This design comes from an exercise in tuning for small area and a short achievable clock period on the open sky130 flow, not from production work.
In this exercise RTL edits were held to simulation tests only and were not proved equivalent to the original.
Power is estimated from default activity; no workload was simulated.

==> design.v <==
package sb_pkg;
    localparam int NUM_FU   = 4;
    localparam int NUM_REGS = 32;
    typedef logic [31:0]       inst_t;
    typedef logic [4:0]        reg_idx_t;    
    typedef logic [2:0]        fu_id_t;
    typedef logic [NUM_FU-1:0] fu_vec_t;     
    typedef logic [4:0]        fu_op_t;
    localparam fu_id_t FU_NONE = 3'd0;
    localparam fu_id_t FU_ALU  = 3'd1;
    localparam fu_id_t FU_MEM  = 3'd2;
    localparam fu_id_t FU_MUL  = 3'd3;
    localparam fu_id_t FU_DIV  = 3'd4;
    localparam logic [6:0] OPC_OP     = 7'b0110011;
    localparam logic [6:0] OPC_OP_IMM = 7'b0010011;
    localparam logic [6:0] OPC_LOAD   = 7'b0000011;
    localparam logic [6:0] OPC_STORE  = 7'b0100011;
    localparam logic [6:0] F7_BASE   = 7'b0000000;
    localparam logic [6:0] F7_ALT    = 7'b0100000;
    localparam logic [6:0] F7_MULDIV = 7'b0000001;
    localparam fu_op_t ALU_ADD   = 5'h00;
    localparam fu_op_t ALU_SUB   = 5'h01;
    localparam fu_op_t ALU_SLL   = 5'h02;
    localparam fu_op_t ALU_SLT   = 5'h03;
    localparam fu_op_t ALU_SLTU  = 5'h04;
    localparam fu_op_t ALU_XOR   = 5'h05;
    localparam fu_op_t ALU_SRL   = 5'h06;
    localparam fu_op_t ALU_SRA   = 5'h07;
    localparam fu_op_t ALU_OR    = 5'h08;
    localparam fu_op_t ALU_AND   = 5'h09;
    localparam fu_op_t ALU_ADDI  = 5'h10;
    localparam fu_op_t ALU_SLLI  = 5'h12;
    localparam fu_op_t ALU_SLTI  = 5'h13;
    localparam fu_op_t ALU_SLTIU = 5'h14;
    localparam fu_op_t ALU_XORI  = 5'h15;
    localparam fu_op_t ALU_SRLI  = 5'h16;
    localparam fu_op_t ALU_SRAI  = 5'h17;
    localparam fu_op_t ALU_ORI   = 5'h18;
    localparam fu_op_t ALU_ANDI  = 5'h19;
    localparam fu_op_t MEM_LB  = 5'b00000;
    localparam fu_op_t MEM_LH  = 5'b00010;
    localparam fu_op_t MEM_LW  = 5'b00100;
    localparam fu_op_t MEM_LBU = 5'b01000;
    localparam fu_op_t MEM_LHU = 5'b01010;
    localparam fu_op_t MEM_SB  = 5'b00001;
    localparam fu_op_t MEM_SH  = 5'b00011;
    localparam fu_op_t MEM_SW  = 5'b00101;
    localparam fu_op_t MUL_MUL    = 5'd0;
    localparam fu_op_t MUL_MULH   = 5'd1;
    localparam fu_op_t MUL_MULHSU = 5'd2;
    localparam fu_op_t MUL_MULHU  = 5'd3;
    localparam fu_op_t DIV_DIV  = 5'd0;
    localparam fu_op_t DIV_DIVU = 5'd1;
    localparam fu_op_t DIV_REM  = 5'd2;
    localparam fu_op_t DIV_REMU = 5'd3;
endpackage
`timescale 1ns/1ps
module sb_issue_check (
    input  sb_pkg::inst_t                         inst,
    input  sb_pkg::fu_vec_t                       busy,
    input  sb_pkg::fu_vec_t                       pend,     
    input  sb_pkg::reg_idx_t [sb_pkg::NUM_FU-1:0] dst,
    output logic                                  issue_ready
);
    logic [6:0] opc;
    logic [2:0] f3;
    logic [6:0] f7;
    logic [4:0] rd;
    logic       is_op, is_imm, is_ld, is_st;
    logic       f7_base, f7_alt, f7_md, alt_en;
    logic [3:0] sel;
    logic       has_rd;
    logic [3:0] waw_k;
    assign opc = inst[6:0];
    assign f3  = inst[14:12];
    assign f7  = inst[31:25];
    assign rd  = inst[11:7];
    assign is_op   = opc == sb_pkg::OPC_OP;
    assign is_imm  = opc == sb_pkg::OPC_OP_IMM;
    assign is_ld   = opc == sb_pkg::OPC_LOAD;
    assign is_st   = opc == sb_pkg::OPC_STORE;
    assign f7_base = f7 == sb_pkg::F7_BASE;
    assign f7_alt  = f7 == sb_pkg::F7_ALT;
    assign f7_md   = f7 == sb_pkg::F7_MULDIV;
    assign alt_en  = f7_alt & (is_op | f3 == 3'd5);
    assign sel[0] = (is_op & (f7_base | (f7_alt & (f3 == 3'd0 | f3 == 3'd5)))) |
                    (is_imm & ((f3 != 3'd1 & f3 != 3'd5) | f7_base | alt_en));
    assign sel[1] = (is_ld & f3 != 3'd3 & f3 < 3'd6) | (is_st & f3 < 3'd3);
    assign sel[2] = is_op & f7_md & ~f3[2];
    assign sel[3] = is_op & f7_md &  f3[2];
    assign has_rd = sel[0] | sel[2] | sel[3] | (sel[1] & ~is_st);
    always_comb begin
        for (int k = 0; k < 4; k++) waw_k[k] = pend[k] & dst[k] == rd;
    end
    assign issue_ready = ~(|(sel & busy)) & ~(has_rd & (rd != '0) & |waw_k);
endmodule
`timescale 1ns/1ps
module sb_top (
    input  logic             clk,
    input  logic             rst,
    input  sb_pkg::inst_t    inst,
    input  logic             inst_valid,
    input  sb_pkg::fu_vec_t  fu_done,
    output logic             issue_ready,
    output sb_pkg::fu_vec_t  fu_en,
    output sb_pkg::fu_op_t   op_ctrl,
    output sb_pkg::reg_idx_t rs1_ctrl,
    output sb_pkg::reg_idx_t rs2_ctrl,
    output sb_pkg::fu_id_t   write_sel,
    output logic             reg_write,
    output sb_pkg::reg_idx_t rd_ctrl
);
    localparam int N = sb_pkg::NUM_FU;
    logic [6:0] opc;
    logic [2:0] f3;
    logic [6:0] f7;
    logic [4:0] rd, rs1, rs2;
    logic       is_op, is_imm, is_ld, is_st;
    logic       f7_base, f7_alt, f7_md, alt_en;
    logic [3:0] alu_lo;
    logic [N-1:0] sel;
    logic       has_rd, use_rs2;
    logic       rd_nz, rs1_nz, rs2_nz;
    assign opc = inst[6:0];
    assign f3  = inst[14:12];
    assign f7  = inst[31:25];
    assign rd  = inst[11:7];
    assign rs1 = inst[19:15];
    assign rs2 = inst[24:20];
    assign is_op   = opc == sb_pkg::OPC_OP;
    assign is_imm  = opc == sb_pkg::OPC_OP_IMM;
    assign is_ld   = opc == sb_pkg::OPC_LOAD;
    assign is_st   = opc == sb_pkg::OPC_STORE;
    assign f7_base = f7 == sb_pkg::F7_BASE;
    assign f7_alt  = f7 == sb_pkg::F7_ALT;
    assign f7_md   = f7 == sb_pkg::F7_MULDIV;
    assign alt_en  = f7_alt & (is_op | f3 == 3'd5);
    always_comb begin
        case (f3)
            3'd0:    alu_lo = alt_en ? 4'd1 : 4'd0;
            3'd1:    alu_lo = 4'd2;
            3'd2:    alu_lo = 4'd3;
            3'd3:    alu_lo = 4'd4;
            3'd4:    alu_lo = 4'd5;
            3'd5:    alu_lo = alt_en ? 4'd7 : 4'd6;
            3'd6:    alu_lo = 4'd8;
            default: alu_lo = 4'd9;
        endcase
    end
    assign sel[0] = (is_op & (f7_base | (f7_alt & (f3 == 3'd0 | f3 == 3'd5)))) |
                    (is_imm & ((f3 != 3'd1 & f3 != 3'd5) | f7_base | alt_en));
    assign sel[1] = (is_ld & f3 != 3'd3 & f3 < 3'd6) | (is_st & f3 < 3'd3);
    assign sel[2] = is_op & f7_md & ~f3[2];
    assign sel[3] = is_op & f7_md &  f3[2];
    assign has_rd  = sel[0] | sel[2] | sel[3] | (sel[1] & ~is_st);
    assign use_rs2 = is_op | is_st;
    assign rd_nz   = rd  != '0;
    assign rs1_nz  = rs1 != '0;
    assign rs2_nz  = rs2 != '0;
    logic [N-1:0] busy, unread;
    logic [N-1:0] can_q;          
    logic [N-1:0][N-1:0] waitm;      
    logic [N-1:0][N-1:0] warm;       
    logic [4:0] op_a;             
    logic [3:0] op_m;             
    logic [1:0] op_x, op_y;       
    logic [4:0] dst_a, dst_x, dst_y;
    logic [4:0] fld_m;            
    logic [N-1:0][4:0] s1_q;
    logic [4:0] s2_a, s2_x, s2_y;
    logic [N-1:0][4:0] op_e;
    logic [N-1:0][4:0] dst_e;
    logic [N-1:0][4:0] s1_e;
    logic [N-1:0][4:0] s2_e;
    logic [N-1:0] pend;
    assign op_e[0]  = op_a;
    assign op_e[1]  = {1'b0, op_m};
    assign op_e[2]  = {3'b000, op_x};
    assign op_e[3]  = {3'b000, op_y};
    assign dst_e[0] = dst_a;
    assign dst_e[1] = op_m[0] ? 5'd0 : fld_m;
    assign dst_e[2] = dst_x;
    assign dst_e[3] = dst_y;
    assign s2_e[0]  = op_a[4] ? 5'd0 : s2_a;
    assign s2_e[1]  = op_m[0] ? fld_m : 5'd0;
    assign s2_e[2]  = s2_x;
    assign s2_e[3]  = s2_y;
    assign pend[0]  = busy[0];
    assign pend[1]  = busy[1] & ~op_m[0];
    assign pend[2]  = busy[2];
    assign pend[3]  = busy[3];
    assign s1_e = s1_q;
    logic [N-1:0] rdy, grant, can, ret;
    always_comb begin
        for (int u = 0; u < N; u++) begin
            rdy[u] = unread[u] & ~|waitm[u];
        end
    end
    assign grant = rdy & ~(rdy - 1'b1);
    assign can   = can_q;
    assign ret   = can & ~(can - 1'b1);
    logic [N-1:0] raw, war_c;
    logic [N-1:0] issue;
    always_comb begin
        for (int k = 0; k < N; k++) begin
            raw[k]   = pend[k] & ((rs1_nz & dst_e[k] == rs1) |
                                  (use_rs2 & rs2_nz & dst_e[k] == rs2));
            war_c[k] = unread[k] & ~grant[k] & ~ret[k] & rd_nz &
                       (s1_e[k] == rd | s2_e[k] == rd);
        end
    end
    sb_issue_check issue_check (
        .inst(inst), .busy(busy), .pend(pend), .dst(dst_e), .issue_ready(issue_ready)
    );
    assign issue       = sel & {N{inst_valid & issue_ready}};
    logic [N-1:0] war_left;
    always_comb begin
        for (int u = 0; u < N; u++) war_left[u] = |(warm[u] & ~grant & ~ret);
    end
    always_ff @(posedge clk or posedge rst) begin
        if (rst) begin
            busy   <= '0;
            unread <= '0;
            can_q  <= '0;
        end else begin
            busy   <= issue | (busy & ~ret);
            unread <= issue | (unread & ~grant & ~ret);
            can_q  <= fu_done & busy & ~ret & ~war_left;
        end
    end
    for (genvar u = 0; u < N; u++) begin : g_unit
        for (genvar k = 0; k < N; k++) begin : g_pair
            if (k == u) begin : g_self
                assign waitm[u][k] = 1'b0;
                assign warm[u][k]  = 1'b0;
            end else begin : g_other
                logic wait_q, war_q;
                always_ff @(posedge clk) begin
                    if (busy[u]) begin
                        wait_q <= wait_q & ~ret[k];
                        war_q  <= war_q & ~grant[k] & ~ret[k];
                    end else begin
                        wait_q <= raw[k] & ~ret[k];
                        war_q  <= war_c[k] & ((u != 1) | ~is_st);
                    end
                end
                assign waitm[u][k] = wait_q;
                assign warm[u][k]  = war_q;
            end
        end
    end
    always_ff @(posedge clk) begin
        for (int u = 0; u < N; u++) begin
            if (!busy[u]) s1_q[u] <= rs1;
        end
    end
    always_ff @(posedge clk) begin
        if (!busy[0]) begin
            op_a  <= {is_imm, alu_lo};
            dst_a <= rd;
            s2_a  <= rs2;
        end
        if (!busy[1]) begin
            op_m  <= {f3, is_st};
            fld_m <= is_st ? rs2 : rd;
        end
        if (!busy[2]) begin
            op_x  <= f3[1:0];
            dst_x <= rd;
            s2_x  <= rs2;
        end
        if (!busy[3]) begin
            op_y  <= f3[1:0];
            dst_y <= rd;
            s2_y  <= rs2;
        end
    end
    always_comb begin
        op_ctrl  = '0;
        rs1_ctrl = '0;
        rs2_ctrl = '0;
        rd_ctrl  = '0;
        for (int u = 0; u < N; u++) begin
            op_ctrl  = op_ctrl  | (op_e[u] & {5{grant[u]}});
            rs1_ctrl = rs1_ctrl | (s1_e[u] & {5{grant[u]}});
            rs2_ctrl = rs2_ctrl | (s2_e[u] & {5{grant[u]}});
            rd_ctrl  = rd_ctrl  | (dst_e[u] & {5{ret[u]}});
        end
    end
    assign fu_en     = grant;
    assign write_sel = {ret[3], ret[1] | ret[2], ret[0] | ret[2]};
    logic [N-1:0] dst_nz;
    always_comb begin
        for (int u = 0; u < N; u++) dst_nz[u] = dst_e[u] != '0;
    end
    assign reg_write = |(ret & dst_nz);
endmodule
==> flow/run.sh <==
#!/bin/bash
# Own flow: the standard layout with three changes.
#  1. Ports get plain buf_2 buffers (not the delay cells buffer_ports picks).
#  2. Slow many-input cells are added to the platform's don't-use list.
#  3. Synthesis maps the top module with a area-oriented ABC script, amap (its paths
#     have slack to spare) and every other module, which holds the paths to the
#     outputs, with ORFS's speed script. Registers are untouched: dfflibmap runs
#     before ABC, so names and cell types are those of the standard synthesis.
set -euo pipefail
here=$(pwd)
rm -rf "$here/scripts"
cp -r "$FLOW_HOME/scripts" "$here/scripts"
cp "$here/flow/abc_relax.script" "$here/scripts/abc_relax.script"
python3 - "$here/scripts/synth.tcl" <<'PY'
import sys
p = sys.argv[1]
s = open(p).read()
old = "  log_cmd abc {*}$abc_args\n"
new = """  set relax_args [lreplace $abc_args 1 1 $::env(SCRIPTS_DIR)/abc_relax.script]
  foreach m [split [string trim [tee -q -s result.string select -list-mod *]] "\\n"] {
    if { $m eq $::env(DESIGN_NAME) } {
      log_cmd abc {*}$relax_args $m
    } else {
      log_cmd abc {*}$abc_args $m
    }
  }
"""
assert s.count(old) == 1
open(p, "w").write(s.replace(old, new))
PY
DU="sky130_fd_sc_hd__lpflow_bleeder_1 sky130_fd_sc_hd__lpflow_clkbufkapwr_1 sky130_fd_sc_hd__lpflow_clkbufkapwr_16 sky130_fd_sc_hd__lpflow_clkbufkapwr_2 sky130_fd_sc_hd__lpflow_clkbufkapwr_4 sky130_fd_sc_hd__lpflow_clkbufkapwr_8 sky130_fd_sc_hd__lpflow_clkinvkapwr_1 sky130_fd_sc_hd__lpflow_clkinvkapwr_16 sky130_fd_sc_hd__lpflow_clkinvkapwr_2 sky130_fd_sc_hd__lpflow_clkinvkapwr_4 sky130_fd_sc_hd__lpflow_clkinvkapwr_8 sky130_fd_sc_hd__lpflow_decapkapwr_12 sky130_fd_sc_hd__lpflow_decapkapwr_3 sky130_fd_sc_hd__lpflow_decapkapwr_4 sky130_fd_sc_hd__lpflow_decapkapwr_6 sky130_fd_sc_hd__lpflow_decapkapwr_8 sky130_fd_sc_hd__lpflow_inputiso0n_1 sky130_fd_sc_hd__lpflow_inputiso0p_1 sky130_fd_sc_hd__lpflow_inputiso1n_1 sky130_fd_sc_hd__lpflow_inputiso1p_1 sky130_fd_sc_hd__lpflow_inputisolatch_1 sky130_fd_sc_hd__lpflow_isobufsrc_1 sky130_fd_sc_hd__lpflow_isobufsrc_16 sky130_fd_sc_hd__lpflow_isobufsrc_2 sky130_fd_sc_hd__lpflow_isobufsrc_4 sky130_fd_sc_hd__lpflow_isobufsrc_8 sky130_fd_sc_hd__lpflow_isobufsrckapwr_16 sky130_fd_sc_hd__lpflow_lsbuf_lh_hl_isowell_tap_1 sky130_fd_sc_hd__lpflow_lsbuf_lh_hl_isowell_tap_2 sky130_fd_sc_hd__lpflow_lsbuf_lh_hl_isowell_tap_4 sky130_fd_sc_hd__lpflow_lsbuf_lh_isowell_4 sky130_fd_sc_hd__lpflow_lsbuf_lh_isowell_tap_1 sky130_fd_sc_hd__lpflow_lsbuf_lh_isowell_tap_2 sky130_fd_sc_hd__lpflow_lsbuf_lh_isowell_tap_4 sky130_fd_sc_hd__probe_p_8 sky130_fd_sc_hd__probec_p_8  sky130_fd_sc_hd__a2111o_1 sky130_fd_sc_hd__a2111o_2 sky130_fd_sc_hd__a2111o_4 sky130_fd_sc_hd__a2111oi_0 sky130_fd_sc_hd__a2111oi_1 sky130_fd_sc_hd__a2111oi_2 sky130_fd_sc_hd__a2111oi_4 sky130_fd_sc_hd__a221o_1 sky130_fd_sc_hd__a221o_2 sky130_fd_sc_hd__a221o_4 sky130_fd_sc_hd__a2bb2o_1 sky130_fd_sc_hd__a2bb2o_2 sky130_fd_sc_hd__a2bb2o_4 sky130_fd_sc_hd__a311o_1 sky130_fd_sc_hd__a311o_2 sky130_fd_sc_hd__a311o_4 sky130_fd_sc_hd__a311oi_1 sky130_fd_sc_hd__a311oi_2 sky130_fd_sc_hd__a311oi_4 sky130_fd_sc_hd__a32o_1 sky130_fd_sc_hd__a32o_2 sky130_fd_sc_hd__a32o_4 sky130_fd_sc_hd__a32oi_1 sky130_fd_sc_hd__a32oi_2 sky130_fd_sc_hd__a32oi_4 sky130_fd_sc_hd__a41o_1 sky130_fd_sc_hd__a41o_2 sky130_fd_sc_hd__a41o_4 sky130_fd_sc_hd__a41oi_1 sky130_fd_sc_hd__a41oi_2 sky130_fd_sc_hd__a41oi_4 sky130_fd_sc_hd__and4_1 sky130_fd_sc_hd__and4_2 sky130_fd_sc_hd__and4_4 sky130_fd_sc_hd__and4b_1 sky130_fd_sc_hd__and4b_2 sky130_fd_sc_hd__and4b_4 sky130_fd_sc_hd__and4bb_1 sky130_fd_sc_hd__and4bb_2 sky130_fd_sc_hd__and4bb_4 sky130_fd_sc_hd__nor4_1 sky130_fd_sc_hd__nor4_2 sky130_fd_sc_hd__nor4_4 sky130_fd_sc_hd__nor4b_1 sky130_fd_sc_hd__nor4b_2 sky130_fd_sc_hd__nor4b_4 sky130_fd_sc_hd__nor4bb_1 sky130_fd_sc_hd__nor4bb_2 sky130_fd_sc_hd__nor4bb_4 sky130_fd_sc_hd__o2111a_1 sky130_fd_sc_hd__o2111a_2 sky130_fd_sc_hd__o2111a_4 sky130_fd_sc_hd__o2111ai_1 sky130_fd_sc_hd__o2111ai_2 sky130_fd_sc_hd__o2111ai_4 sky130_fd_sc_hd__o221a_1 sky130_fd_sc_hd__o221a_2 sky130_fd_sc_hd__o221a_4 sky130_fd_sc_hd__o2bb2a_1 sky130_fd_sc_hd__o2bb2a_2 sky130_fd_sc_hd__o2bb2a_4 sky130_fd_sc_hd__o311a_1 sky130_fd_sc_hd__o311a_2 sky130_fd_sc_hd__o311a_4 sky130_fd_sc_hd__o311ai_0 sky130_fd_sc_hd__o311ai_1 sky130_fd_sc_hd__o311ai_2 sky130_fd_sc_hd__o311ai_4 sky130_fd_sc_hd__o32a_1 sky130_fd_sc_hd__o32a_2 sky130_fd_sc_hd__o32a_4 sky130_fd_sc_hd__o32ai_1 sky130_fd_sc_hd__o32ai_2 sky130_fd_sc_hd__o32ai_4 sky130_fd_sc_hd__o41a_1 sky130_fd_sc_hd__o41a_2 sky130_fd_sc_hd__o41a_4 sky130_fd_sc_hd__o41ai_1 sky130_fd_sc_hd__o41ai_2 sky130_fd_sc_hd__o41ai_4 sky130_fd_sc_hd__or3_1 sky130_fd_sc_hd__or3_2 sky130_fd_sc_hd__or3_4 sky130_fd_sc_hd__or3b_1 sky130_fd_sc_hd__or3b_2 sky130_fd_sc_hd__or3b_4 sky130_fd_sc_hd__or4_1 sky130_fd_sc_hd__or4_2 sky130_fd_sc_hd__or4_4 sky130_fd_sc_hd__or4b_1 sky130_fd_sc_hd__or4b_2 sky130_fd_sc_hd__or4b_4 sky130_fd_sc_hd__or4bb_1 sky130_fd_sc_hd__or4bb_2 sky130_fd_sc_hd__or4bb_4 "
bash standard.sh SCRIPTS_DIR="$here/scripts" BUFFER_PORTS_ARGS="-buffer_cell sky130_fd_sc_hd__buf_2" DONT_USE_CELLS="$DU" > standard.log 2>&1
==> flow/abc_relax.script <==
strash
dch
amap
topo
stime -c
buffer -c
dnsize -c
==> standard.sh <==
#!/bin/bash
# synth_recipe.tcl (not shown) runs the flow's synth.tcl, then flattens the netlist and writes it again
# the make line also repeats each setting of config.mk as NAME=value (left out here)
make -C /OpenROAD-flow-scripts/flow DESIGN_CONFIG=/design/flow/config.mk WORK_HOME=/design/flow/orfs CLKGATE_MAP_FILE= SYNTH_SCRIPT=/design/flow/synth_recipe.tcl "${@:-finish}"
==> config.mk <==
export PLATFORM = sky130hd
export DESIGN_NAME = sb_top
export DESIGN_NICKNAME = sb_top
export VERILOG_FILES = /design/flow/design.v
export SDC_FILE = /design/flow/constraint.sdc
export NUM_CORES = 4
export LEC_CHECK = 0
export CAP_MARGIN = 20
export CORE_MARGIN = 2
export CORE_UTILIZATION = 60
export CTS_BUF_LIST = sky130_fd_sc_hd__clkbuf_8
export CTS_CLUSTER_SIZE = 30
export SETUP_SLACK_MARGIN = 2.3
export SLEW_MARGIN = 20
export SYNTH_HIERARCHICAL = 1
export SYNTH_MINIMUM_KEEP_SIZE = 0
==> constraint.sdc <==
create_clock -name core_clock -period 6.0 [get_ports {clk}]
set_input_delay 1.2000 -clock core_clock [delete_from_list [all_inputs] [get_ports {clk}]]
set_output_delay 1.2000 -clock core_clock [all_outputs]
set_load 0.01 [all_outputs]
==> metrics.md, run 1 <==
| Metric | Value |
|---|---|
| Status | complete, no violations |
| Crit path cell chain | buf_4 > xnor2_1 > nand4_1 > o22ai_2 > nor2_1 > o31ai_1 > a21oi_1 > buf_2 |
| Slowest stage cell on the critical path | o31ai_1 |
| Worst-Skew Late Latency | 0.38 ns |
| Post-DRT Antenna Nets | 0 |
| Commonest non-fill, non-tap cell in the layout | inv_1 |
| Post-route minimum period | 3.695 ns |
| PwrDens | 210.3 mW/mm^2 |
| Synth Area per Inst | 9.028 sq um |
| # diodes | 0 |
| Setup crit end kind | output port |
| Slew @ Worst Pin | 1.105 ns |
| GRT overflow | 0 |
| Worst relative slew slack | 0.2627 |
| Slew Limit Fails | 0 |
| Seq/Total Area, Yosys | 0.5059 |
| Yosys cell types | 40 |
| Min Hold Slack | 0.4948 ns |
| Max Clock Freq | 270.6 MHz |
| Initial Util | 0.6125 |
| Clk slew on worst S/H paths | 0.12 ns |
| GPL Wtd Cong | 1.025 |
| Synth warn | 8 |
| Area Growth Syn to Fin | 12.49% |
| Total iterations of the first detailed-routing run | 6 |
| Mapped Area | 0.005579 sq mm |
| Total CTS buffers | 9 |
| Leakage | 2.573 nW |
| RSZ-0062 raised after global routing | yes |
| Syn Inst Count | 618 |
| Global Route Usage Sum | 0.3631 |
| Routed wl met3 | 2071 um |
| Crit-path max FO | 15 |
| Largest stage delay on the critical path | 0.23 ns |
| Clock Tree Buf Depth | 2 |
| Hold Buf Count CTS | 0 |
| Worst EP required | 4.80 ns |
| Endpoints failing setup | 0 |
| Clk Tree Root Cell | clkbuf_8 |
| CTS tree | yes |
| Overall power | 1.320 mW |
| Number of synthesized register bits | 104 |
| Port bufs | 67 |
| Hold Vio Cnt, Final | 0 |
| Vias per cell | 6.959 |
| Starting DRC count in detailed routing | 700 |
| IR drop worst, VDD | 0.1464 mV |
| Final setup skew | 0.01629 ns |
| WL per Instance | 23.11 um |
| Dpl cells | 777 |
| Max-Cap Viols | 0 |
| DP HPWL | 13070 um |
| Largest net degree at the start of global routing | 27 |
| Top layer in use | met4 |
| Syn_nets | 657 |
| H-tree Lvls | 3 |
| Layout cells sized above 1 | 0.1514 |
| Top Ports | 68 |
| Die X | 100.4 um |
| Post-layout util | 0.6890 |
| Final routed DRC violation total | 0 |
| Worst EP arrival | 2.50 ns |
| Vias in the first global route | 5004 |
| Initial antenna violation count | 0 |
| Commonest non-fill, non-tap cells in the layout | inv_1 (70), edfxtp_1 (68), nand2_1 (64), buf_2 (62), o22ai_1 (57) |
| Core box area | 0.009109 sq mm |
| Final nets | 721 |
| Via count | 5553 |
| Worst Setup Start Kind | input port |
| Post-Layout Cell Count | 798 |
| Setup TNS | 0 ns |
| Die ar. | 0.01009 sq mm |
| Tcrit/Tclk final | 0.6159 |
| WL final | 18440 um |
| CTS sink count | 104 |
| FP Rows | 35 |
| Critical path class | input port to output port |
| Wire length of the first global-routing pass | 27450 um |
| WL met1 | 7220 um |
| Metal2 WL | 8378 um |
| Hold Path Class | register to register |
| Chip Height | 100.4 um |
[cells by family after synthesis]
logic type / share of synthesized area
buffers and inverters: 0.07087
XOR/XNOR: 0.03140
flip-flops: 0.5059
AND/OR/NAND/NOR: 0.1857
AO/OA/AOI/OAI: 0.2043
multiplexers: 0.001794
[power breakdown]
group / total, mW / internal (mW) / switching (mW)
registers: 0.762 / 0.762 / 0
clock network: 0.454 / 0.167 / 0.287
logic: 0.104 / 0.0351 / 0.0693
[worst paths after layout]
path	from	endpoint	slack (ns)	cells after the start
min reg2reg	g_unit[3].g_pair[2].g_other.wait_q$_DFF_P_	g_unit[3].g_pair[2].g_other.wait_q$_DFF_P_	0.49	2
max	inst[9]	issue_ready	2.30	8
max reg2reg	op_m[0]$_DFFE_PN_	unread[3]$_DFF_PP0_	3.31	10
max in group asynchronous	rst	unread[2]$_DFF_PP0_	4.82	2
min in group asynchronous	rst	busy[2]$_DFF_PP0_	0.83	2
min	g_unit[3].g_pair[2].g_other.wait_q$_DFF_P_	g_unit[3].g_pair[2].g_other.wait_q$_DFF_P_	0.49	2
[registers in the layout (all words and copies together), names as in the netlist, 4 cells and up]
register / count
s1_q: 20
g_unit.g_pair.g_other.wait_q: 12
g_unit.g_pair.g_other.war_q: 12
dst_a: 5
dst_x: 5
dst_y: 5
fld_m: 5
op_a: 5
s2_a: 5
s2_x: 5
s2_y: 5
busy: 4
can_q: 4
op_m: 4
unread: 4
[per-module statistics from Yosys, one instance, submodules excluded]
| module | area [sq um] | cells | flops+latches | copies in the design |
|---|---|---|---|---|
| sb_top | 5114 | 551 | 104 | 1 |
| sb_issue_check | 465.4 | 67 | 0 | 1 |
[per-layer routing]
layer  vias to the layer above  global-route usage
met5                         -                   0
met4                         0              0.1496
met3                        72             0.04875
met2                       442              0.5643
met1                      2610              0.5165
li1                       2429                   -
[area by class of cell]
class                      instances  area [sq um]
sequential                       104          2823
fill                             782          2833
timing repair inverter             1         5.005
multi-input combinational        419          2402
clock buffer                       9         123.9
inverter                          75         290.3
timing repair buffer              72         409.1
clock inverter                     7         83.83
tap                              111         138.9
[repair_timing]
item,in CTS,in global routing
setup buffers,3,0
gates cloned,0,1
pin swaps,1,0
gates resized for setup,9,9
endpoints found under the setup margin,20,7
[through the flow]
stage	cell area [sq um]	worst slack, ns
finish	6276	2.305
global route	6276	2.268
CTS	6201	2.303
detailed placement	5947	2.207
global placement	5947	2.221
floorplan	5579	2.675
[worst max-delay path: cells and delay by family]
family | cells | cell delay [ns]
buf+inv | 2 | 0.32
simple gates | 2 | 0.23
compound gates | 3 | 0.54
xor+xnor | 1 | 0.18
[cell usage after synthesis]
master     number  share of area
o31ai_1         1         0.0013
nand4b_1        3         0.0047
buf_6           5          0.010
buf_2           1        0.00090
dfxtp_1        24          0.086
o21a_1          4         0.0054
nand4_1        26          0.029
nand4bb_1       1         0.0020
edfxtp_1       68           0.37
xnor2_1        20          0.031
a222oi_1       12          0.022
a31oi_1         2         0.0022
nor3_1         19          0.017
nand3b_1        2         0.0027
clkinv_1        4         0.0027
a21oi_1        19          0.017
mux2i_1         1         0.0018
a22o_1          2         0.0031
o22ai_1        58          0.065
o211ai_1        1         0.0013
or2_2           2         0.0022
a221oi_1        8          0.013
nand2_1        64          0.043
nor2_1         58          0.039
and3_1          3         0.0034
o31a_2          1         0.0018
nand3_1        35          0.031
nor3b_1         4         0.0054
o21ai_0        47          0.042
a211oi_1        6         0.0081
nor2b_1         3         0.0034
dfrtp_1        12          0.054
a22oi_1         3         0.0040
o221ai_1        9          0.014
inv_1          71          0.048
nand2b_1        1         0.0011
o21bai_1        2         0.0027
a21bo_2         1         0.0018
nor2_2          1         0.0011
clkbuf_1       14         0.0094
==> run 2: changes to the inputs <==
--- a/config.mk
+++ b/config.mk
@@ -10,7 +10,7 @@
 export CORE_UTILIZATION = 60
 export CTS_BUF_LIST = sky130_fd_sc_hd__clkbuf_8
 export CTS_CLUSTER_SIZE = 30
-export SETUP_SLACK_MARGIN = 2.3
+export SETUP_SLACK_MARGIN = 2.7
 export SLEW_MARGIN = 20
 export SYNTH_HIERARCHICAL = 1
 export SYNTH_MINIMUM_KEEP_SIZE = 0
==> metrics.md, run 2 <==
| Metric | Value |
|---|---|
| Wire length of the first global-routing pass | 28280 um (was 27450 um) |
| Die ar. | 0.01009 sq mm (unchanged) |
| Internal power | 0.9703 mW (was 0.9638 mW) |
| GRT overflow | 0 (unchanged) |
| Tcrit/Tclk final | 0.5942 (was 0.6159) |
| Initial Util | 0.6125 (unchanged) |
| Final setup skew | 0.01460 ns (was 0.01629 ns) |
| Synth Area per Inst | 9.028 sq um (unchanged) |
| Final routed DRC violation total | 0 (unchanged) |
| Routing usage on met1 | 0.5037 (was 0.5165) |
| Top cells by area, synth | edfxtp_1 (37%), dfxtp_1 (8.6%), o22ai_1 (6.5%) (unchanged) |
| Clk slew on worst S/H paths | 0.11 ns (was 0.12 ns) |
| Setup crit end kind | output port (unchanged) |
| # diodes | 0 (unchanged) |
| Syn Inst Count | 618 (unchanged) |
| Slowest stage cell on the critical path | o31ai_2 (was o31ai_1) |
| Initial antenna violation count | 0 (unchanged) |
| Total CTS buffers | 9 (unchanged) |
| NetSw | 0.3387 mW (was 0.3558 mW) |
| Chip Height | 100.4 um (unchanged) |
| R2r setup slk | 3.36 ns (was 3.31 ns) |
| Number of synthesized register bits | 104 (unchanged) |
| WL final | 18310 um (was 18440 um) |
| CTS sink count | 104 (unchanged) |
| Worst EP required | 4.80 ns (about the same) |
| M2 GR Usage | 0.5823 (was 0.5643) |
| Critical path depth | 8 (unchanged) |
| Worst relative slew slack | 0.2321 (was 0.2627) |
| Commonest non-fill, non-tap cells in the layout | inv_1 (68), edfxtp_1 (68), nand2_1 (62), buf_2 (58), o22ai_1 (56) (was inv_1 (70), edfxtp_1 (68), nand2_1 (64), buf_2 (62), o22ai_1 (57)) |
| Vias per cell | 6.812 (was 6.959) |
| Sequential Power Share | 0.582 (was 0.577) |
| Largest Register | s1_q (unchanged) |
| Endpoints failing setup | 0 (unchanged) |
| Final setup margin | 2.435 ns (was 2.305 ns) |
| Crit-path max FO | 5 (was 15) |
| CP top delay family | simple AND/OR/NAND/NOR gates (was compound AO/OA/AOI/OAI gates) |
| Seq/Total Area, Yosys | 0.5059 (unchanged) |
| GRT met3 Usage | 0.07799 (was 0.04875) |
| Synth top area share | 0.3660 (unchanged) |
| Total iterations of the first detailed-routing run | 7 (was 6) |
| Critical path buffers and inverters | 2 (unchanged) |
| Worst r2r path cells | 4 (was 10) |
| Final nets | 737 (was 721) |
| Worst Setup Start Kind | input port (unchanged) |
| Via count | 5545 (was 5553) |
| Port bufs | 67 (unchanged) |
| Clk Tree Root Cell | clkbuf_8 (unchanged) |
| List of most frequent post-synthesis cells | inv_1 (71), edfxtp_1 (68), nand2_1 (64), nor2_1 (58), o22ai_1 (58) (unchanged) |
| Largest area contributor in the netlist | edfxtp_1 (unchanged) |
| Crit path cell chain | buf_2 > nor2_1 > nand4_1 > nor3_1 > a21oi_2 > o31ai_2 > a21oi_2 > buf_2 (was buf_4 > xnor2_1 > nand4_1 > o22ai_2 > nor2_1 > o31ai_1 > a21oi_1 > buf_2) |
| Worst-Skew Late Latency | 0.39 ns (was 0.38 ns) |
| Slew @ Worst Pin | 1.151 ns (was 1.105 ns) |
| Post-layout util | 0.7269 (was 0.6890) |
| WL per Instance | 22.49 um (was 23.11 um) |
| Hold Crit Depth | 2 (unchanged) |
| Post-DRT Antenna Nets | 0 (unchanged) |
| Layout cells sized above 1 | 0.2119 (was 0.1514) |
| Synth warn | 8 (unchanged) |
| RSZ-0062 raised after global routing | yes (unchanged) |
| IR drop worst, VDD | 0.1357 mV (was 0.1464 mV) |
| Vias in the first global route | 5274 (was 5004) |
| Starting DRC count in detailed routing | 614 (was 700) |
| Hold Buf Count CTS | 0 (unchanged) |
| Mapped Area | 0.005579 sq mm (unchanged) |
| DP HPWL | 12390 um (was 13070 um) |
| Largest stage delay on the critical path | 0.26 ns (was 0.23 ns) |
| Status | complete, no violations (unchanged) |
| Post-route minimum period | 3.565 ns (was 3.695 ns) |
| Clock Power Share | 0.326 (was 0.344) |
| Core box area | 0.009109 sq mm (unchanged) |
| Async SR Flop Fraction | 0.1154 (unchanged) |
| CTS tree | yes (unchanged) |
| GPL Wtd Cong | 0.9933 (was 1.025) |
| Area Growth Syn to Fin | 18.68% (was 12.49%) |
| Top Usage Layer GRT | met2 (unchanged) |
| Max Clock Freq | 280.5 MHz (was 270.6 MHz) |
| Slew Limit Fails | 0 (unchanged) |
| Hold Path Class | register to register (unchanged) |
| Top flop regs | s1_q x20, g_unit.g_pair.g_other.wait_q x12, g_unit.g_pair.g_other.war_q x12 (unchanged) |
| Syn_nets | 657 (unchanged) |
| Global Route Usage Sum | 0.3770 (was 0.3631) |
| Worst EP arrival | 2.36 ns (was 2.50 ns) |
| Worst Setup Slack post-DPL | 2.005 ns (was 2.207 ns) |
| Max-Cap Viols | 0 (unchanged) |
| Count leader, synth | inv_1 (unchanged) |
| Leakage | 2.740 nW (was 2.573 nW) |
| Combinational cell fraction of total power | 0.092 (was 0.079) |
| Hold Vio Cnt, Final | 0 (unchanged) |
| Largest net degree at the start of global routing | 27 (unchanged) |
| Critical path class | input port to output port (unchanged) |
| Die X | 100.4 um (unchanged) |
| EDFF count, synth | 68 (unchanged) |
| Top Ports | 68 (unchanged) |
| Largest register FFs | 20 (unchanged) |
| Most used DFF post-synth | edfxtp_1 (unchanged) |
| H-tree Lvls | 3 (unchanged) |
| Yosys cell types | 40 (unchanged) |
| Sw Share | 0.2588 (was 0.2696) |
| FP Rows | 35 (unchanged) |
| Setup TNS | 0 ns (unchanged) |
| PwrDens | 197.7 mW/mm^2 (was 210.3 mW/mm^2) |
| Clock Tree Buf Depth | 2 (unchanged) |
| Fill count | 714 (was 782) |
[run 2: repair_timing]
| item | 4_1_cts | 5_1_grt |
|---|---|---|
| endpoints found under the hold margin | 0 | 0 |
| endpoints found under the setup margin | 26 | 9 |
| buffers inserted | 16 | 4 |
| cloned | 2 | 0 |
| gates resized for setup | 53 | 15 |
| pin swaps | 16 | 10 |
[run 2: area by class of cell]
type / instances / area (sq um) / area share
Clock buffer: 9 / 123.9 / 0.01871
Clock inverter: 7 / 61.31 / 0.009259
Inverter: 75 / 295.3 / 0.04460
Multi-Input combinational cell: 419 / 2550 / 0.3851
Sequential cell: 104 / 2824 / 0.4265
Tap cell: 111 / 138.9 / 0.02098
Timing Repair Buffer: 88 / 623.1 / 0.09410
Timing Repair inverter: 1 / 5.005 / 0.0007559
[run 2: logic make-up (layout without fill, tap and decap cells)]
logic type             count (synthesis)  in the layout  share of synthesized area
flip-flops                           104            104                     0.5059
AO/OA/AOI/OAI                        176            176                     0.2043
AND/OR/NAND/NOR                      222            222                     0.1857
multiplexers                           1              1                   0.001794
XOR/XNOR                              20             20                    0.03140
buffers and inverters                 95            180                    0.07087
[run 2: tightest hold or removal path: cells and delay by family (launching register included)]
kind               cells  cell delay, ns
DFF                    1            0.33
and+or+nand+nor        1            0.05
AOI/OAI and AO/OA      1            0.06
[run 2: Yosys stat by module, one instance, submodules excluded]
module | cells inside | cell area, sq um | flip-flops and latches
sb_top | 551 | 5114 | 104
sb_issue_check | 67 | 465.4 | 0
[run 2: power by group through the flow]
| stage | Sequential, mW | Combinational (mW) | Clock (mW) |
|---|---|---|---|
| after detailed placement | 0.778 | 0.0970 | 0 |
| after global placement | 0.778 | 0.0941 | 0 |
| after CTS | 0.762 | 0.114 | 0.424 |
| after floorplan | 0.778 | 0.0548 | 0 |
| after global routing | 0.762 | 0.129 | 0.449 |
| final | 0.762 | 0.121 | 0.427 |
[run 2: stage by stage]
stage	hold WS [ns]	cells	power, mW	area (sq um)
floorplan	0.4449	618	0.8327	5583
CTS	0.4812	810	1.299	6533
global route	0.5068	814	1.340	6621
finish	0.4832	814	1.309	6621
global placement	0.4554	776	0.8718	5943
detailed placement	0.4648	776	0.8747	5943
[run 2: path summary, 6_finish.rpt]
path	start	endpoint
worst max-delay path	inst[4]	issue_ready
worst min-delay path	g_unit[3].g_pair[2].g_other.wait_q$_DFF_P_	g_unit[3].g_pair[2].g_other.wait_q$_DFF_P_
worst max register to register	busy[0]$_DFF_PP0_	g_unit[1].g_pair[0].g_other.wait_q$_DFF_P_
worst min register to register	g_unit[3].g_pair[2].g_other.wait_q$_DFF_P_	g_unit[3].g_pair[2].g_other.wait_q$_DFF_P_
max in group asynchronous	rst	can_q[0]$_DFF_PP0_
min in group asynchronous	rst	can_q[3]$_DFF_PP0_
[run 2: layer usage]
metal,part of all wire,wire [um],vias to the layer above
li1,-,-,2464
met1,0.37,6788,2616
met2,0.47,8536,388
met3,0.12,2125,77
met4,0.047,856,0
met5,0,0,-
==> run 3: changes to the inputs <==
==> flow/abc_relax.script (replaced) <==
strash
dch
amap
topo
stime -c
dnsize -c
--- a/config.mk
+++ b/config.mk
@@ -10,7 +10,7 @@
 export CORE_UTILIZATION = 60
 export CTS_BUF_LIST = sky130_fd_sc_hd__clkbuf_8
 export CTS_CLUSTER_SIZE = 30
-export SETUP_SLACK_MARGIN = 2.7
+export SETUP_SLACK_MARGIN = 2.5
 export SLEW_MARGIN = 20
 export SYNTH_HIERARCHICAL = 1
 export SYNTH_MINIMUM_KEEP_SIZE = 0
==> metrics.md, run 3 <==
| Metric | Value |
|---|---|
| Largest net degree at the start of global routing | 26 (was 27) |
| Clk slew on worst S/H paths | 0.11 ns (about the same) |
| Max-Cap Viols | 0 (unchanged) |
| Initial Util | 0.6266 (was 0.6125) |
| Largest family of logic cells by synthesized area | compound AO/OA/AOI/OAI gates (unchanged) |
| Largest Register | s1_q (unchanged) |
| Global Route Usage Sum | 0.3560 (was 0.3770) |
| Area share of fa/ha/maj cells after synthesis | 0 (unchanged) |
| Starting DRC count in detailed routing | 617 (was 614) |
| Hold Crit Depth | 2 (unchanged) |
| Synth Area in XOR/XNOR | 0.03175 (was 0.03140) |
| Worst r2r path cells | 8 (was 4) |
| Slew @ Worst Pin | 1.002 ns (was 1.151 ns) |
| Total CTS buffers | 9 (unchanged) |
| Worst relative slew slack | 0.3281 (was 0.2321) |
| Worst Setup Start Kind | input port (unchanged) |
| Worst EP required | 4.80 ns (about the same) |
| Worst Setup Slack post-DPL | 2.170 ns (was 2.005 ns) |
| Layout cells sized above 1 | 0.2020 (was 0.2119) |
| GRT overflow | 0 (unchanged) |
| Vias in the first global route | 5131 (was 5274) |
| Top cells by area, synth | edfxtp_1 (37%), dfxtp_1 (8.7%), o22ai_1 (6.6%) (was edfxtp_1 (37%), dfxtp_1 (8.6%), o22ai_1 (6.5%)) |
| Most used DFF post-synth | edfxtp_1 (unchanged) |
| Hold Path Class | register to register (unchanged) |
| Synth Area per Inst | 9.151 sq um (was 9.028 sq um) |
| Core box area | 0.008806 sq mm (was 0.009109 sq mm) |
| Die X | 99.90 um (was 100.4 um) |
| Final setup margin | 2.423 ns (was 2.435 ns) |
| Setup crit end kind | output port (unchanged) |
| Post-route design area | 0.006636 sq mm (was 0.006621 sq mm) |
| WL final | 17510 um (was 18310 um) |
| Final setup skew | 0.01752 ns (was 0.01460 ns) |
| Via count | 5534 (was 5545) |
| Setup TNS | 0 ns (unchanged) |
| Clk Tree Root Cell | clkbuf_8 (unchanged) |
| Syn Inst Count | 603 (was 618) |
| Commonest non-fill, non-tap cells in the layout | clkinv_1 (71), edfxtp_1 (68), nand2_1 (63), buf_2 (58), o22ai_1 (56) (was inv_1 (68), edfxtp_1 (68), nand2_1 (62), buf_2 (58), o22ai_1 (56)) |
| Post-synthesis mux area share | 0.001814 (was 0.001794) |
| # diodes | 0 (unchanged) |
| Yosys cell types | 36 (was 40) |
| FP Rows | 34 (was 35) |
| IR drop worst, VDD | 0.1125 mV (was 0.1357 mV) |
| Count leader, synth | clkinv_1 (was inv_1) |
| RSZ-0062 raised after global routing | yes (unchanged) |
| CTS sink count | 104 (unchanged) |
| Initial antenna violation count | 0 (unchanged) |
| Crit-path max FO | 5 (unchanged) |
| EDFF count, synth | 68 (unchanged) |
| Slew Limit Fails | 0 (unchanged) |
| Hold Vio Cnt, Final | 0 (unchanged) |
| Hold Buf Count CTS | 0 (unchanged) |
| Commonest non-fill, non-tap cell in the layout | clkinv_1 |
| Fill count | 641 (was 714) |
| Post-synthesis simple-gate area fraction | 0.1873 (was 0.1857) |
| Seq/Total Area, Yosys | 0.5116 (was 0.5059) |
| Leakage | 2.513 nW (was 2.740 nW) |
| Mapped Area | 0.005518 sq mm (was 0.005579 sq mm) |
| Synth top area share | 0.3701 (was 0.3660) |
| List of most frequent post-synthesis cells | clkinv_1 (75), edfxtp_1 (68), nand2_1 (64), nor2_1 (59), o22ai_1 (58) (was inv_1 (71), edfxtp_1 (68), nand2_1 (64), nor2_1 (58), o22ai_1 (58)) |
| H-tree Lvls | 3 (unchanged) |
| Post-DRT Antenna Nets | 0 (unchanged) |
| Worst-Skew Late Latency | 0.38 ns (was 0.39 ns) |
| Vias per cell | 6.824 (was 6.812) |
| Compound-gate portion of the synthesized area | 0.2063 (was 0.2043) |
| Critical path class | input port to output port (unchanged) |
| Final nets | 737 (unchanged) |
| Post-route minimum period | 3.577 ns (was 3.565 ns) |
| Synth warn | 8 (unchanged) |
| Worst EP arrival | 2.38 ns (was 2.36 ns) |
| Final routed DRC violation total | 0 (unchanged) |
| Max Clock Freq | 279.6 MHz (was 280.5 MHz) |
| Syn_nets | 642 (was 657) |
| Number of synthesized register bits | 104 (unchanged) |
| Area Growth Syn to Fin | 20.27% (was 18.68%) |
| Endpoints failing setup | 0 (unchanged) |
| WL per Instance | 21.60 um (was 22.49 um) |
| Largest register FFs | 20 (unchanged) |
| GPL Wtd Cong | 0.9727 (was 0.9933) |
| CTS tree | yes (unchanged) |
| Top flop regs | s1_q x20, g_unit.g_pair.g_other.wait_q x12, g_unit.g_pair.g_other.war_q x12 (unchanged) |
| PwrDens | 198.7 mW/mm^2 (was 197.7 mW/mm^2) |
| Largest area contributor in the netlist | edfxtp_1 (unchanged) |
| Tcrit/Tclk final | 0.5961 (was 0.5942) |
| Chip Height | 99.90 um (was 100.4 um) |
| Total iterations of the first detailed-routing run | 6 (was 7) |
| Wire length of the first global-routing pass | 27020 um (was 28280 um) |
| DP Area | 0.005954 sq mm (was 0.005943 sq mm) |
| Status | complete, no violations (unchanged) |
| Die ar. | 0.009979 sq mm (was 0.01009 sq mm) |
| Port bufs | 67 (unchanged) |
| Top Ports | 68 (unchanged) |
| DP HPWL | 12280 um (was 12390 um) |
| Async SR Flop Fraction | 0.1154 (unchanged) |
| Clock Tree Buf Depth | 2 (unchanged) |
run 3: cell families after synthesis:
group                  after synthesis
XOR/XNOR                            20
flip-flops                         104
AND/OR/NAND/NOR                    222
multiplexers                         1
buffers and inverters               80
AO/OA/AOI/OAI                      176
run 3: final timing paths:
kind | startpoint | endpoint | slack [ns]
max | inst[4] | issue_ready | 2.42
min | g_unit[2].g_pair[3].g_other.wait_q$_DFF_P_ | g_unit[2].g_pair[3].g_other.wait_q$_DFF_P_ | 0.48
max reg2reg | unread[0]$_DFF_PP0_ | g_unit[1].g_pair[2].g_other.war_q$_DFF_P_ | 3.52
min reg2reg | g_unit[2].g_pair[3].g_other.wait_q$_DFF_P_ | g_unit[2].g_pair[3].g_other.wait_q$_DFF_P_ | 0.48
max in group asynchronous | rst | can_q[0]$_DFF_PP0_ | 4.96
min in group asynchronous | rst | can_q[3]$_DFF_PP0_ | 0.76
run 3: report_power, final:
group	leakage, nW	total (mW)	switching [mW]	internal [mW]
clock	0.103	0.437	0.273	0.164
sequential	0.936	0.762	0	0.762
combinational	1.47	0.120	0.0703	0.0497
run 3: layout make-up:
class                           instances  area (sq um)  share of cell area
Tap cell                              108         135.1             0.02036
Clock buffer                            9         123.9             0.01867
Clock inverter                          7         75.07             0.01131
Multi-Input combinational cell        419          2534              0.3818
Sequential cell                       104          2824              0.4255
Timing Repair Buffer                   89         645.6             0.09729
Inverter                               75         299.0             0.04506
run 3: modules after synthesis (local to each module, per instance):
module          flops+latches  cells
sb_top                    104    536
sb_issue_check              0     67
run 3: repair_timing:
action | CTS | global route
gates cloned | 1 | 0
setup endpoints to repair | 25 | 9
pin swaps | 18 | 1
resized for setup | 64 | 6
setup buffers | 11 | 7
run 3: metrics by stage:
stage | instances | power (mW) | hold WS [ns] | util
after global placement | 776 | 0.8724 | 0.4573 | 0.6762
final | 811 | 1.319 | 0.4845 | 0.7536
after floorplan | 603 | 0.8311 | 0.4449 | -
after CTS | 804 | 1.313 | 0.4856 | 0.7444
after detailed placement | 776 | 0.8742 | 0.4649 | 0.6762
after global routing | 811 | 1.350 | 0.5134 | 0.7536
run 3: worst max-delay path: stages:
cell     delay [ns]
buf_2          0.13
nor2_1         0.10
nand4_1        0.14
nor3_1         0.23
a21oi_1        0.08
o31ai_1        0.23
a21oi_1        0.12
buf_2          0.15
run 3: routing by layer:
layer | share of wire | vias to the layer above | wire [um] | track usage
li1 | - | 2479 | - | -
met4 | 0.035 | 0 | 612 | 0.1528
met3 | 0.13 | 70 | 2197 | 0.07033
met1 | 0.40 | 2548 | 6935 | 0.5046
met5 | 0 | - | 0 | 0
met2 | 0.44 | 437 | 7768 | 0.5385
==> run 4: changes to the inputs <==
==> flow/abc_relax.script (replaced) <==
strash
dch
amap
topo
stime -c
buffer -c
dnsize -c
==> metrics.md, run 4 <==
| Metric | Value |
|---|---|
| Status | complete, no violations (unchanged) |
| Fill count | 757 (was 641) |
| Die ar. | 0.01009 sq mm (was 0.009979 sq mm) |
| IR drop worst, VDD | 0.1454 mV (was 0.1125 mV) |
| Vias per cell | 6.984 (was 6.824) |
| Endpoints failing setup | 0 (unchanged) |
| Multi-input gate area | 0.002509 sq mm (was 0.002534 sq mm) |
| Worst-Skew Late Latency | 0.37 ns (was 0.38 ns) |
| Number of synthesized register bits | 104 (unchanged) |
| Clk Tree Root Cell | clkbuf_8 (unchanged) |
| Post-route design area | 0.006461 sq mm (was 0.006636 sq mm) |
| Most used DFF post-synth | edfxtp_1 (unchanged) |
| Sequential cell area | 0.002824 sq mm (unchanged) |
| Syn_nets | 657 (was 642) |
| Commonest non-fill, non-tap cell in the layout | inv_1 (was clkinv_1) |
| Max-Cap Viols | 0 (unchanged) |
| Synth top area share | 0.3660 (was 0.3701) |
| # diodes | 0 (unchanged) |
| Worst Setup Start Kind | input port (unchanged) |
| CTS tree | yes (unchanged) |
| Setup crit end kind | output port (unchanged) |
| Final routed DRC violation total | 0 (unchanged) |
| Largest Register | s1_q (unchanged) |
| Post-DRT Antenna Nets | 0 (unchanged) |
| Chip Height | 100.4 um (was 99.90 um) |
| Port bufs | 67 (unchanged) |
| Total iterations of the first detailed-routing run | 8 (was 6) |
| Setup TNS | 0 ns (unchanged) |
| Hold Path Class | register to register (unchanged) |
| Crit-path max FO | 17 (was 5) |
| Vias in the first global route | 5092 (was 5131) |
| Leakage | 2.652 nW (was 2.513 nW) |
| Syn Inst Count | 618 (was 603) |
| Core box area | 0.009109 sq mm (was 0.008806 sq mm) |
| R2r endpoint | g_unit[3].g_pair[1].g_other.wait_q$_DFF_P_ (was g_unit[1].g_pair[2].g_other.war_q$_DFF_P_) |
| Hold Crit Depth | 2 (unchanged) |
| GPL Wtd Cong | 1.025 (was 0.9727) |
| Slew @ Worst Pin | 1.086 ns (was 1.002 ns) |
| Hold path endpoint | g_unit[3].g_pair[2].g_other.wait_q$_DFF_P_ (was g_unit[2].g_pair[3].g_other.wait_q$_DFF_P_) |
| Global Route Usage Sum | 0.3673 (was 0.3560) |
| Worst r2r path cells | 8 (unchanged) |
| Via count | 5594 (was 5534) |
| Critical path class | input port to output port (unchanged) |
| Worst Setup Slack post-DPL | 2.207 ns (was 2.170 ns) |
| Hold Buf Count CTS | 0 (unchanged) |
| FP Rows | 35 (was 34) |
| Synth Area per Inst | 9.028 sq um (was 9.151 sq um) |
| Die X | 100.4 um (was 99.90 um) |
| Layout cells sized above 1 | 0.1870 (was 0.2020) |
| Synth warn | 8 (unchanged) |
| Starting DRC count in detailed routing | 742 (was 617) |
| Initial antenna violation count | 0 (unchanged) |
| Commonest non-fill, non-tap cells in the layout | inv_1 (70), edfxtp_1 (68), nand2_1 (63), buf_2 (60), o22ai_1 (57) (was clkinv_1 (71), edfxtp_1 (68), nand2_1 (63), buf_2 (58), o22ai_1 (56)) |
| Largest area contributor in the netlist | edfxtp_1 (unchanged) |
| Post-layout util | 0.7093 (was 0.7536) |
| Top cells by area, synth | edfxtp_1 (37%), dfxtp_1 (8.6%), o22ai_1 (6.5%) (was edfxtp_1 (37%), dfxtp_1 (8.7%), o22ai_1 (6.6%)) |
| Largest register FFs | 20 (unchanged) |
| Wire length of the first global-routing pass | 27720 um (was 27020 um) |
| Slew Limit Fails | 0 (unchanged) |
| Seq/Total Area, Yosys | 0.5059 (was 0.5116) |
| PwrDens | 205.2 mW/mm^2 (was 198.7 mW/mm^2) |
| Largest net degree at the start of global routing | 27 (was 26) |
| Post-route minimum period | 3.535 ns (was 3.577 ns) |
| Post-Layout Cell Count | 801 (was 811) |
| Count leader, synth | inv_1 (was clkinv_1) |
| Initial Util | 0.6125 (was 0.6266) |
| GRT overflow | 0 (unchanged) |
| Worst EP arrival | 2.33 ns (was 2.38 ns) |
| Top Ports | 68 (unchanged) |
| Hold path start | g_unit[3].g_pair[2].g_other.wait_q$_DFF_P_ (was g_unit[2].g_pair[3].g_other.wait_q$_DFF_P_) |
| Async SR Flop Fraction | 0.1154 (unchanged) |
| Mapped Area | 0.005579 sq mm (was 0.005518 sq mm) |
| Clk slew on worst S/H paths | 0.12 ns (was 0.11 ns) |
| Worst r2r src | op_m[0]$_DFFE_PN_ (was unread[0]$_DFF_PP0_) |
| H-tree Lvls | 3 (unchanged) |
| Area Growth Syn to Fin | 15.81% (was 20.27%) |
| CTS sink count | 104 (unchanged) |
| List of most frequent post-synthesis cells | inv_1 (71), edfxtp_1 (68), nand2_1 (64), nor2_1 (58), o22ai_1 (58) (was clkinv_1 (75), edfxtp_1 (68), nand2_1 (64), nor2_1 (59), o22ai_1 (58)) |
| Tcrit/Tclk final | 0.5891 (was 0.5961) |
| Dpl cells | 777 (was 776) |
| Top flop regs | s1_q x20, g_unit.g_pair.g_other.wait_q x12, g_unit.g_pair.g_other.war_q x12 (unchanged) |
| WL per Instance | 23.29 um (was 21.60 um) |
| Total CTS buffers | 9 (unchanged) |
| Clock Tree Buf Depth | 2 (unchanged) |
| DP Area | 0.005947 sq mm (was 0.005954 sq mm) |
| Yosys cell types | 40 (was 36) |
| DP HPWL | 13070 um (was 12280 um) |
| Final nets | 724 (was 737) |
| Max Clock Freq | 282.9 MHz (was 279.6 MHz) |
| RSZ-0062 raised after global routing | yes (unchanged) |
| Worst EP required | 4.80 ns (about the same) |
| Final setup skew | 0.01700 ns (was 0.01752 ns) |
| R2r setup slk | 3.49 ns (was 3.52 ns) |
| Hold Vio Cnt, Final | 0 (unchanged) |
| Final setup margin | 2.465 ns (was 2.423 ns) |
| EDFF count, synth | 68 (unchanged) |
| WL final | 18650 um (was 17510 um) |
| Worst relative slew slack | 0.2752 (was 0.3281) |
-- run 4: cell type report --
type | instances | area share
multi-input combinational | 419 | 0.3883
timing repair inverter | 1 | 0.0007746
inverter | 75 | 0.04589
sequential | 104 | 0.4371
tap | 111 | 0.02149
clock buffer | 9 | 0.01917
timing repair buffer | 75 | 0.07436
clock inverter | 7 | 0.01297
-- run 4: routing by layer --
metal,wire length [um],vias up,global-route usage,part of all wire
met5,0,-,0,0
met4,833,0,0.1602,0.045
met3,2179,70,0.05501,0.12
met2,8636,441,0.5720,0.46
met1,7003,2648,0.5142,0.38
li1,-,2435,-,-
-- run 4: metrics by stage --
step	total power [mW]	hold WS [ns]
global placement	0.8743	0.4575
finish	1.326	0.4941
global route	1.357	0.5104
CTS	1.319	0.4894
detailed placement	0.8762	0.4680
floorplan	0.8327	0.4449
-- run 4: worst max-delay path by stage --
stage                                   from     endpoint  slack [ns]  cells past startpoint
final                                inst[7]  issue_ready        2.47                      8
after global routing                inst[26]  issue_ready        2.41                      8
after floorplan                      inst[8]  issue_ready        2.68                      7
after detailed placement            inst[10]  issue_ready        2.21                      8
after CTS                 can_q[0]$_DFF_PP0_    reg_write        2.49                      6
after global placement               inst[9]  issue_ready        2.22                      8
-- run 4: cell families (layout without fill, tap and decap cells) --
family                 count (synthesis)  in the layout  share of synthesized area
AO/OA/AOI/OAI                        176            176                     0.2043
XOR/XNOR                              20             20                    0.03140
buffers and inverters                 95            167                    0.07087
flip-flops                           104            104                     0.5059
multiplexers                           1              1                   0.001794
AND/OR/NAND/NOR                      222            222                     0.1857
-- run 4: where the power goes --
group	internal [mW]	total, mW	switching [mW]
logic	0.0406	0.111	0.0708
registers	0.762	0.762	0
clock network	0.167	0.453	0.286
-- run 4: what timing repair did --
action | 4_1_cts | 5_1_grt
endpoints found under the hold margin | 0 | 0
setup buffers | 4 | 2
cloned | 1 | 0
setup endpoints to repair | 24 | 13
pin swaps | 13 | 1
resized for setup | 47 | 9
-- run 4: per-module statistics from Yosys, one instance, submodules excluded --
module,flip-flops and latches,area (sq um),cells inside
sb_top,104,5114,551
sb_issue_check,0,465.4,67
-- run 4: worst max-delay path, cell delays in order --
cell	delay (ns)
buf_12	0.13
xnor2_2	0.16
nand2_1	0.09
o22ai_2	0.22
nor2_2	0.07
o31ai_1	0.20
a21oi_1	0.11
buf_2	0.15
==> run 5: changes to the inputs <==
--- a/config.mk
+++ b/config.mk
@@ -7,7 +7,7 @@
 export LEC_CHECK = 0
 export CAP_MARGIN = 20
 export CORE_MARGIN = 2
-export CORE_UTILIZATION = 60
+export CORE_UTILIZATION = 50
 export CTS_BUF_LIST = sky130_fd_sc_hd__clkbuf_8
 export CTS_CLUSTER_SIZE = 30
 export SETUP_SLACK_MARGIN = 2.5
==> metrics.md, run 5 <==
| Metric | Value |
|---|---|
| Status | complete, no violations (unchanged) |
| Total CTS buffers | 9 (unchanged) |
| Chip Height | 109.6 um (was 100.4 um) |
| GPL Wtd Cong | 0.9974 (was 1.025) |
| Post-synthesis simple-gate area fraction | 0.1857 (unchanged) |
| Clock Power Share | 0.319 (was 0.342) |
| Leakage | 2.653 nW (was 2.652 nW) |
| Area share of fa/ha/maj cells after synthesis | 0 (unchanged) |
| Slew @ Worst Pin | 0.9429 ns (was 1.086 ns) |
| Internal power | 0.9585 mW (was 0.9693 mW) |
| Seq/Total Area, Yosys | 0.5059 (unchanged) |
| Commonest non-fill, non-tap cells in the layout | inv_1 (71), edfxtp_1 (68), nand2_1 (63), buf_2 (59), o22ai_1 (57) (was inv_1 (70), edfxtp_1 (68), nand2_1 (63), buf_2 (60), o22ai_1 (57)) |
| Vias per cell | 6.405 (was 6.984) |
| Worst relative slew slack | 0.3707 (was 0.2752) |
| Area Growth Syn to Fin | 16.17% (was 15.81%) |
| CTS tree | yes (unchanged) |
| Most used DFF post-synth | edfxtp_1 (unchanged) |
| Total iterations of the first detailed-routing run | 6 (was 8) |
| Initial Util | 0.5147 (was 0.6125) |
| DP HPWL | 13120 um (was 13070 um) |
| NetSw | 0.3251 mW (was 0.3565 mW) |
| Core box area | 0.01084 sq mm (was 0.009109 sq mm) |
| IR drop worst, VDD | 0.1588 mV (was 0.1454 mV) |
| Crit-path max FO | 15 (was 17) |
| Largest net degree at the start of global routing | 27 (unchanged) |
| Sw Share | 0.2533 (was 0.2689) |
| Fill count | 944 (was 757) |
| Post-Layout Cell Count | 830 (was 801) |
| Die ar. | 0.01202 sq mm (was 0.01009 sq mm) |
| Critical path class | input port to output port (unchanged) |
| Setup TNS | 0 ns (unchanged) |
| Top Ports | 68 (unchanged) |
| # diodes | 0 (unchanged) |
| Top cells by area, synth | edfxtp_1 (37%), dfxtp_1 (8.6%), o22ai_1 (6.5%) (unchanged) |
| Count leader, synth | inv_1 (unchanged) |
| Largest family of logic cells by synthesized area | compound AO/OA/AOI/OAI gates (unchanged) |
| Port bufs | 67 (unchanged) |
| Worst r2r path cells | 10 (was 8) |
| WL final | 18520 um (was 18650 um) |
| Synth warn | 8 (unchanged) |
| CTS sink count | 104 (unchanged) |
| Slew Limit Fails | 0 (unchanged) |
| Hold Crit Depth | 2 (unchanged) |
| Initial antenna violation count | 0 (unchanged) |
| Hold path start | g_unit[1].g_pair[2].g_other.wait_q$_DFF_P_ (was g_unit[3].g_pair[2].g_other.wait_q$_DFF_P_) |
| Worst Setup Slack post-DPL | 2.184 ns (was 2.207 ns) |
| Worst EP required | 4.80 ns (about the same) |
| WL per Instance | 22.32 um (was 23.29 um) |
| Synth Area in XOR/XNOR | 0.03140 (unchanged) |
| Layout cells sized above 1 | 0.1841 (was 0.1870) |
| Tcrit/Tclk final | 0.5966 (was 0.5891) |
| H-tree Lvls | 3 (unchanged) |
| Post-synthesis mux area share | 0.001794 (unchanged) |
| Combinational cell fraction of total power | 0.088 (was 0.084) |
| Post-route minimum period | 3.580 ns (was 3.535 ns) |
| PwrDens | 198.0 mW/mm^2 (was 205.2 mW/mm^2) |
| Setup crit end kind | output port (unchanged) |
| Hold path endpoint | g_unit[1].g_pair[2].g_other.wait_q$_DFF_P_ (was g_unit[3].g_pair[2].g_other.wait_q$_DFF_P_) |
| EDFF count, synth | 68 (unchanged) |
| Worst Setup Start Kind | input port (unchanged) |
| Top flop regs | s1_q x20, g_unit.g_pair.g_other.wait_q x12, g_unit.g_pair.g_other.war_q x12 (unchanged) |
| Final setup margin | 2.420 ns (was 2.465 ns) |
| Largest area contributor in the netlist | edfxtp_1 (unchanged) |
| GRT overflow | 0 (unchanged) |
| Synth Area per Inst | 9.028 sq um (unchanged) |
| FP Rows | 38 (was 35) |
| Dpl cells | 807 (was 777) |
| Worst EP arrival | 2.38 ns (was 2.33 ns) |
| Compound-gate portion of the synthesized area | 0.2043 (unchanged) |
| Syn_nets | 657 (unchanged) |
| Largest Register | s1_q (unchanged) |
| Starting DRC count in detailed routing | 610 (was 742) |
| Clk slew on worst S/H paths | 0.11 ns (was 0.12 ns) |
| Post-DRT Antenna Nets | 0 (unchanged) |
| Largest register FFs | 20 (unchanged) |
| Async SR Flop Fraction | 0.1154 (unchanged) |
| Wire length of the first global-routing pass | 27600 um (was 27720 um) |
| Final setup skew | 0.01953 ns (was 0.01700 ns) |
| Vias in the first global route | 4888 (was 5092) |
| Final routed DRC violation total | 0 (unchanged) |
| Endpoints failing setup | 0 (unchanged) |
| Global Route Usage Sum | 0.3177 (was 0.3673) |
| Sequential cell area | 0.002823 sq mm (was 0.002824 sq mm) |
| Commonest non-fill, non-tap cell in the layout | inv_1 (unchanged) |
| Number of synthesized register bits | 104 (unchanged) |
| Syn Inst Count | 618 (unchanged) |
| Synth top area share | 0.3660 (unchanged) |
| RSZ-0062 raised after global routing | yes (unchanged) |
| Clock Tree Buf Depth | 2 (unchanged) |
| List of most frequent post-synthesis cells | inv_1 (71), edfxtp_1 (68), nand2_1 (64), nor2_1 (58), o22ai_1 (58) (unchanged) |
| R2r endpoint | busy[2]$_DFF_PP0_ (was g_unit[3].g_pair[1].g_other.wait_q$_DFF_P_) |
| Final nets | 724 (unchanged) |
| Clk Tree Root Cell | clkbuf_8 (unchanged) |
| Sequential Power Share | 0.593 (was 0.574) |
| Die X | 109.6 um (was 100.4 um) |
| Yosys cell types | 40 (unchanged) |
| Multi-input gate area | 0.002511 sq mm (was 0.002509 sq mm) |
| Worst-Skew Late Latency | 0.39 ns (was 0.37 ns) |
| Via count | 5316 (was 5594) |
| Worst r2r src | op_m[0]$_DFFE_PN_ (unchanged) |
| Max Clock Freq | 279.3 MHz (was 282.9 MHz) |
| Hold Buf Count CTS | 0 (unchanged) |
| Max-Cap Viols | 0 (unchanged) |
| Mapped Area | 0.005579 sq mm (unchanged) |
| Hold Vio Cnt, Final | 0 (unchanged) |
| Hold Path Class | register to register (unchanged) |
| R2r setup slk | 3.49 ns (about the same) |
## run 5: area by class of cell
class | instances | area share
Sequential cell | 104 | 0.4355
Multi-Input combinational cell | 419 | 0.3875
Timing Repair Buffer | 75 | 0.07587
Inverter | 75 | 0.04575
Tap cell | 140 | 0.02703
Clock buffer | 9 | 0.01911
Clock inverter | 7 | 0.008494
Timing Repair inverter | 1 | 0.0007722
## run 5: layer usage
layer	vias to the layer above	track usage	share of wire
li1	2431	-	-
met1	2569	0.4402	0.42
met2	274	0.4881	0.46
met3	42	0.06817	0.081
met4	0	0.1248	0.034
met5	-	0	0
## run 5: per-module statistics from Yosys (local to each module, per instance)
| module | area [sq um] | flip-flops and latches | cells inside | times used |
|---|---|---|---|---|
| sb_top | 5114 | 104 | 551 | 1 |
| sb_issue_check | 465.4 | 0 | 67 | 1 |
## run 5: cell families (layout without fill, tap and decap cells)
| group | Yosys count | count (layout) |
|---|---|---|
| and+or+nand+nor | 222 | 222 |
| AOI/OAI and AO/OA | 176 | 176 |
| DFF | 104 | 104 |
| buffers and inverters | 95 | 167 |
| xor gates and xnor gates | 20 | 20 |
| muxes | 1 | 1 |
## run 5: worst max path at each step
| stage | startpoint | to | slack, ns | cells after the start |
|---|---|---|---|---|
| 5_1_grt | inst[11] | issue_ready | 2.38 | 8 |
| 4_1_cts | inst[10] | issue_ready | 2.47 | 8 |
| 6_report | inst[10] | issue_ready | 2.42 | 8 |
| 3_5_place_dp | inst[9] | issue_ready | 2.18 | 8 |
| 3_3_place_gp | g_unit[0].g_pair[2].g_other.wait_q$_DFF_P_ | rs1_ctrl[0] | 2.19 | 7 |
| 2_1_floorplan | inst[8] | issue_ready | 2.68 | 7 |
## run 5: repair_timing
action / 4_1_cts / 5_1_grt
hold endpoints to repair: 0 / 0
pin swaps: 12 / 11
endpoints found under the setup margin: 24 / 14
gates resized for setup: 34 / 22
gates cloned: 1 / 0
buffers inserted: 4 / 1
## run 5: critical path, cell delays in order
cell and delay [ns]:
buf_12 0.13, xnor2_1 0.16, nand4_1 0.15, o22ai_2 0.18
nor2_2 0.07, o31ai_1 0.22, a21oi_1 0.11, buf_2 0.15
## run 5: metrics by stage
stage	instance area [sq um]	total power, mW	hold slack (ns)	utilization
after floorplan	5579	0.8327	0.4449	-
after global placement	5983	0.8747	0.4580	0.5519
after detailed placement	5991	0.8772	0.4656	0.5526
after CTS	6350	1.281	0.4871	0.5858
after global routing	6481	1.327	0.5043	0.5979
final	6481	1.284	0.4878	0.5979
## run 5: power groups by stage
stage          registers [mW]  clock network, mW  logic, mW
6_report                0.762              0.409      0.113
5_1_grt                 0.762              0.443      0.122
4_1_cts                 0.762              0.413      0.107
3_5_place_dp            0.778                  0     0.0995
3_3_place_gp            0.778                  0     0.0971
2_1_floorplan           0.778                  0     0.0547

static timing again, ports no longer ideal:
The flow's constraints put no driver on any port. The routed layouts listed below were extracted and timed again, unchanged, in two steps. Step 1: set_driving_cell puts a clkbuf_16 on clk and a buf_2 on each other input, an assumption about the parent block. Step 2 adds t to the input delays and takes it off the output delays; t is the mean of the earliest and latest rising clock arrival at the registers after step 1. Input paths then give back, and output paths get back, about the clock's delay inside the block. a / b / c = ideal / step 1 / step 2; a / b = the first two.
run	shift t [ns]	setup slack, ns	hold WS [ns]	pins driven straight from the clock port
run 1	0.405	2.305 / 2.275 / 2.275	0.495 / 0.495 / 0.495	1
run 2	0.420	2.435 / 2.408 / 2.408	0.483 / 0.483 / 0.483	1
run 3	0.409	2.423 / 2.387 / 2.387	0.485 / 0.485 / 0.485	1
run 4	0.402	2.465 / 2.419 / 2.419	0.494 / 0.494 / 0.494	1
run 5	0.419	2.420 / 2.375 / 2.375	0.488 / 0.488 / 0.488	1
After both steps setup and hold are still met in every run listed. For run 4, which loses most, drivers alone change the setup slack by -0.046 ns; drivers and shift together by -0.046 ns.
